Source: an optimization exercise on an open RTL-to-GDS flow (aim: small area, a short achievable clock period and few clock cycles). Production flows keep margins and buffers that such runs may drop. The RTL was checked by simulation tests, not by an equivalence proof against the original design. Power and IR drop assume default switching activity. The flow treats the clock pin as an ideal source, which a real chip does not have.

== red ==
==> flow/design.v (excerpt) <==
module protobuf_read_reply_decoder_top (
	input  wire logic                   clk,
	input  wire logic                   arst_n,
	input  wire logic                   bytes_valid,
	output logic                        bytes_ready,
	input  wire logic [rrd_pkg::DATA_W-1:0]      bytes_data_byte,
	input  wire logic                   bytes_end_of_message,
	output logic                        results_valid,
	input  wire logic                   results_ready,
	output logic [rrd_pkg::STATUS_W-1:0]         results_status_code,
	output logic [rrd_pkg::WORD_W-1:0]           results_throttle_ms,
	output logic                        results_value_present,
	output logic [rrd_pkg::LENGTH_W-1:0]         results_value_length,
	output logic [rrd_pkg::DATA_W-1:0]           results_value_byte,
	output logic [rrd_pkg::INDEX_W-1:0]          results_byte_index,
	output logic                        results_value_too_long,
	output logic                        results_stopped_early,
	output logic                        results_last_result
);
==> flow/config.mk <==
export PLATFORM = sky130hd
export DESIGN_NAME = protobuf_read_reply_decoder_top
export DESIGN_NICKNAME = protobuf_read_reply_decoder_top
export VERILOG_FILES = /design/flow/design.v
export SDC_FILE = /design/flow/constraint.sdc
export NUM_CORES = 4
export LEC_CHECK = 0
export CAP_MARGIN = 20
export CORE_MARGIN = 2
export CORE_UTILIZATION = 60
export SETUP_SLACK_MARGIN = 4.0
export SLEW_MARGIN = 20
==> flow/constraint.sdc <==
create_clock -name core_clock -period 6.5 [get_ports {clk}]
set_input_delay 1.3000 -clock core_clock [delete_from_list [all_inputs] [get_ports {clk}]]
set_output_delay 1.3000 -clock core_clock [all_outputs]
set_load 0.01 [all_outputs]
standard.sh (not shown) runs the stock make flow with config.mk's settings and CLKGATE_MAP_FILE= SYNTH_SCRIPT=/design/flow/synth_recipe.tcl, a recipe that flattens the netlist after the stock synthesis.
==> flow/flow/run.sh <==
#!/bin/bash
set -euo pipefail
export CTS_ARGS="-sink_clustering_enable -repair_clock_nets -dont_use_dummy_load"
bash standard.sh > standard_flow.log 2>&1
red went all the way through the flow, and no timing, DRC or antenna check failed.
Testbench counts of red, summed over its fixed seeds: cycles 51,327.
### red -> blue
- CORE_UTILIZATION changed from 60 to 40
==> flow/flow/run.sh <==
#!/bin/bash
set -euo pipefail
export CTS_ARGS="-sink_clustering_enable -repair_clock_nets -dont_use_dummy_load -sink_clustering_size 30 -sink_clustering_max_diameter 200"
bash standard.sh > standard_flow.log 2>&1
[summary]
In summary, blue completed successfully, with a layout that passed the timing, DRC and antenna checks.
red went all the way through the flow, and no timing, DRC or antenna check failed.
Going from red to blue, number of gates given a new drive strength after cts grows by about 4.6%.
In the metrics for red and blue, the one carrying the higher die area is blue.
Core utilization for blue is lower than for red.
In blue the post-route worst setup slack turned out 0.12 ns higher than in red.
Taking red as the reference, in blue share of cells above drive strength 1 lost 1.6 points, total power decreased 0.0013 W, share of the cycle needed by the critical path after routing went down by 1.8 points.
For the post-CTS setup repair buffer count, blue came in 8 lower than red did.
When blue is set beside red, its maximum cell stage delay along the critical path turns out to be 0.07 ns smaller.
Where minimum clock period after layout is concerned, red is outperformed by blue.
Edits applied to the flow inputs when going from blue to green:
- a change of SETUP_SLACK_MARGIN from 4.0 to 3.5
==> flow/run.sh (new file) <==
#!/bin/bash
# synth_recipe.tcl (not shown) runs the flow's synth.tcl, then flattens the netlist and writes it again
# the make line also repeats each setting of config.mk as NAME=value (left out here)
make -C /OpenROAD-flow-scripts/flow DESIGN_CONFIG=/design/flow/config.mk WORK_HOME=/design/flow/orfs CLKGATE_MAP_FILE= SYNTH_SCRIPT=/design/flow/synth_recipe.tcl finish
removed: flow/flow/run.sh
removed: flow/standard.sh
Notes after the runs:
- Wire length of the first global-routing pass ended up 4.3 mm lower on green than on blue.
- Max shortest clock period the worst path allows after layout across blue and green: green
- Comparing blue and green, data required time of the worst path is lower on blue.
- | clock tree skew after final layout | lower: green |
- Re overall global routing resource usage: blue was higher than green.
- Run comparison: green cell with the biggest individual delay on the critical path sky130_fd_sc_hd__nor2_1; blue cell with the biggest individual delay on the critical path sky130_fd_sc_hd__edfxtp_1
- green vs. blue: power density over the cells now larger; maximum clock rate now smaller.
- The lower H-tree depth came out of blue.

* * *

Setup of the reference run:
Another version of the RTL of protobuf_read_reply_decoder_top (not shown whole).
Size: ~3200 cells after synthesis, roughly 750 flip-flops, ~32000 um2 of cells after synthesis.
Settings: LEC_CHECK=0, ABC_AREA=1, CAP_MARGIN=20, CORE_MARGIN=2, CORE_UTILIZATION=40, SETUP_SLACK_MARGIN=4.0, SLEW_MARGIN=20; clock period 6.5 ns.
==> flow/flow/run.sh <==
#!/bin/bash
set -euo pipefail
export CTS_ARGS="-sink_clustering_enable -repair_clock_nets -dont_use_dummy_load -sink_clustering_size 20 -sink_clustering_max_diameter 200"
bash standard.sh > standard_flow.log 2>&1
Testbench counts of the reference run, summed over its fixed seeds: cycles 51,327.
The inputs of the trial run differ from those of the reference run as listed below.
# the reference run
export LEC_CHECK = 0
export ABC_AREA = 1
export CAP_MARGIN = 20
export CORE_MARGIN = 2
export CORE_UTILIZATION = 40
export SETUP_SLACK_MARGIN = 4.0
export SLEW_MARGIN = 20
create_clock -name core_clock -period 6.5 [get_ports {clk}]
# the trial run
export LEC_CHECK = 0
export CAP_MARGIN = 20
export CORE_MARGIN = 2
export CORE_UTILIZATION = 40
export SETUP_SLACK_MARGIN = 4.0
export SLEW_MARGIN = 20
export TNS_END_PERCENT = 30
create_clock -name core_clock -period 6.5 [get_ports {clk}]
==> comparison <==
Each of the runs, namely the reference run and the trial run, reached the end of the flow and came out clean. Looking at largest family of logic cells by synthesized area, the multiplexers result is from the trial run; the simple AND/OR/NAND/NOR gates one comes from the reference run. The trial run: maximum achievable frequency about 3.7% below the reference run. Sequential share of layout area, the reference run and the trial run: higher on the trial run. Higher required time at the worst-slack endpoint goes to the reference run over the trial run. Changes observed in the trial run relative to the reference run: number of non-clock buffers in the layout moved up, largest fanout on the critical path moved down, final worst-path setup slack moved down.

* * *

Setup of run A:
Another version of the RTL of protobuf_read_reply_decoder_top (not shown whole).
Size in the first run: ~1800 cells after synthesis, roughly 72 I/O pins, ~0.030 mm2 of cells after synthesis.
## protobuf_read_reply_decoder_top
module protobuf_read_reply_decoder_top (
	input  wire logic                   clk,
	input  wire logic                   arst_n,
	input  wire logic                   bytes_valid,
	output logic                        bytes_ready,
	input  wire logic [rrd_pkg::DATA_W-1:0]      bytes_data_byte,
	input  wire logic                   bytes_end_of_message,
	output logic                        results_valid,
	input  wire logic                   results_ready,
	output logic [rrd_pkg::STATUS_W-1:0]         results_status_code,
	output logic [rrd_pkg::WORD_W-1:0]           results_throttle_ms,
	output logic                        results_value_present,
	output logic [rrd_pkg::LENGTH_W-1:0]         results_value_length,
	output logic [rrd_pkg::DATA_W-1:0]           results_value_byte,
	output logic [rrd_pkg::INDEX_W-1:0]          results_byte_index,
	output logic                        results_value_too_long,
	output logic                        results_stopped_early,
	output logic                        results_last_result
);
	logic        wr_en;
	logic [5:0]  wr_addr;
	logic [7:0]  wr_data;
	logic        p_busy, p_thr_busy, out_idle, thr_backup, p_load, p_thr_seen, p_thr_kept, p_present, p_long, p_stop;
	logic [1:0]  p_status;
	logic [5:0]  p_len;
	logic [6:0]  p_base;
	logic [31:0] thr;
	logic        old_v;
	logic [6:0]  old_ptr;
	rrd_parser u_parser (
		.clk               (clk),
		.arst_n            (arst_n),
		.rx_valid          (bytes_valid),
		.rx_ready          (bytes_ready),
		.rx_data_byte      (bytes_data_byte),
		.rx_end_of_message (bytes_end_of_message),
		.wr_en             (wr_en),
		.wr_addr           (wr_addr),
		.wr_data           (wr_data),
		.p_busy            (p_busy),
		.p_thr_busy        (p_thr_busy),
		.out_idle          (out_idle),
		.thr_backup        (thr_backup),
		.p_load            (p_load),
		.p_status          (p_status),
		.p_thr_seen        (p_thr_seen),
		.p_thr_kept        (p_thr_kept),
		.p_present         (p_present),
		.p_len             (p_len),
		.p_long            (p_long),
		.p_stop            (p_stop),
		.p_base            (p_base),
		.thr               (thr),
		.old_v             (old_v),
  ...
export LEC_CHECK = 0
export CAP_MARGIN = 20
export CORE_MARGIN = 2
export CORE_UTILIZATION = 40
export SETUP_SLACK_MARGIN = 4.0
export SLEW_MARGIN = 20
create_clock -name core_clock -period 6.5 [get_ports {clk}]
==> flow/flow/run.sh <==
#!/bin/bash
set -euo pipefail
export CTS_ARGS="-sink_clustering_enable -repair_clock_nets -dont_use_dummy_load -sink_clustering_size 20 -sink_clustering_max_diameter 80"
bash standard.sh > standard_flow.log 2>&1
Testbench counts of run A, summed over its fixed seeds: cycles 51,353.
For run B, these inputs were changed with respect to run A:
Settings: setting PLACE_DENSITY to 0.75 for the first time.
==> flow/flow/run.sh <==
#!/bin/bash
set -euo pipefail
export CTS_ARGS="-sink_clustering_enable -repair_clock_nets -dont_use_dummy_load -sink_clustering_size 20 -sink_clustering_max_diameter 200"
bash standard.sh > standard_flow.log 2>&1
### Flow results
- Compare run A and run B | depth of the worst register-to-register path higher: run A
- Clock share of power (higher): run A
- Going from run A to run B, share of power burned in combinational logic went up by 0.4 points, final design instance area without fill was more or less identical, met2 routed wirelength went down by about 2.8%.
- On cell count: between run A and run B, it ends up lower for run B.
- The post-CTS repair timing setup buffer count in run A is 1.3 times that in run B.
- Run A and run B ended up with nearly the same cell area after placement.
- Changes observed in run B relative to run A: all-layer global routing usage dropped 0.62 points, post-detailed-routing wire length down about 2.4%.
Inputs modified between run B and run C:
Settings: SETUP_SLACK_MARGIN: 4.0 -> 4.1; PLACE_DENSITY: 0.75 -> unset.
Findings:
Run C against run B: relative contribution of the clock network to total power closely matched the old numbers; sum of internal, switching and leakage power increased by 2.0% relative to the old numbers; fraction of layout instances using a drive strength above 1 rose 2.0 points; fmax now sits higher. In the reports for run B and run C, the larger final critical-path required period belongs to run B. Going from run B to run C, global-route wire length before repair grew by a few percent. Count of plain and timing-repair buffers in the layout is lower on run B. Run C against run B: global-route usage went up by 0.98 points; half-perimeter wire length after detailed placement went up by 2000 um. Compared run B against run C; placed instance count within noise. Between run B and run C, the cell count went up.

static timing again, ports no longer ideal:
Ports are ideal in the flow. The routed layouts listed here were re-timed in OpenROAD. Step 1, drivers: a clkbuf_16 drives clk and a buf_2 each remaining input, both assumed. Step 2, shift: input delay + t, output delay - t, t = (earliest + latest rising clock arrival at the registers) / 2. This alone moves slack from input paths to output paths. Three values: no drivers, after step 1, after step 2; two values: the first two.
| run | t, ns | slack for setup (ns) | hold slack, ns | worst data-port slew with drivers (ns) |
|---|---|---|---|---|
| red | 0.653 | 3.775 / 3.775 / 3.499 | 0.428 / 0.428 / 0.428 | 0.03 |
| blue | 0.682 | 3.892 / 3.823 / 3.500 | 0.434 / 0.434 / 0.434 | 0.05 |
| green | 0.680 | 3.421 / 3.421 / 2.962 | 0.441 / 0.441 / 0.441 | 0.04 |
| the reference run | 0.635 | 3.897 / 3.882 / 3.549 | 0.425 / 0.425 / 0.425 | 0.04 |
| the trial run | 0.642 | 3.798 / 3.736 / 3.453 | 0.435 / 0.435 / 0.435 | 0.05 |
| run A | 0.637 | 3.950 / 3.894 / 3.427 | 0.426 / 0.426 / 0.426 | 0.04 |
| run B | 0.647 | 3.957 / 3.899 / 3.328 | 0.439 / 0.439 / 0.439 | 0.09 |
| run C | 0.624 | 3.970 / 3.915 / 3.623 | 0.432 / 0.432 / 0.432 | 0.03 |
After both steps every run listed still meets setup and hold. For run B, which loses most, drivers alone change the setup slack by -0.058 ns; drivers and shift together by -0.629 ns.
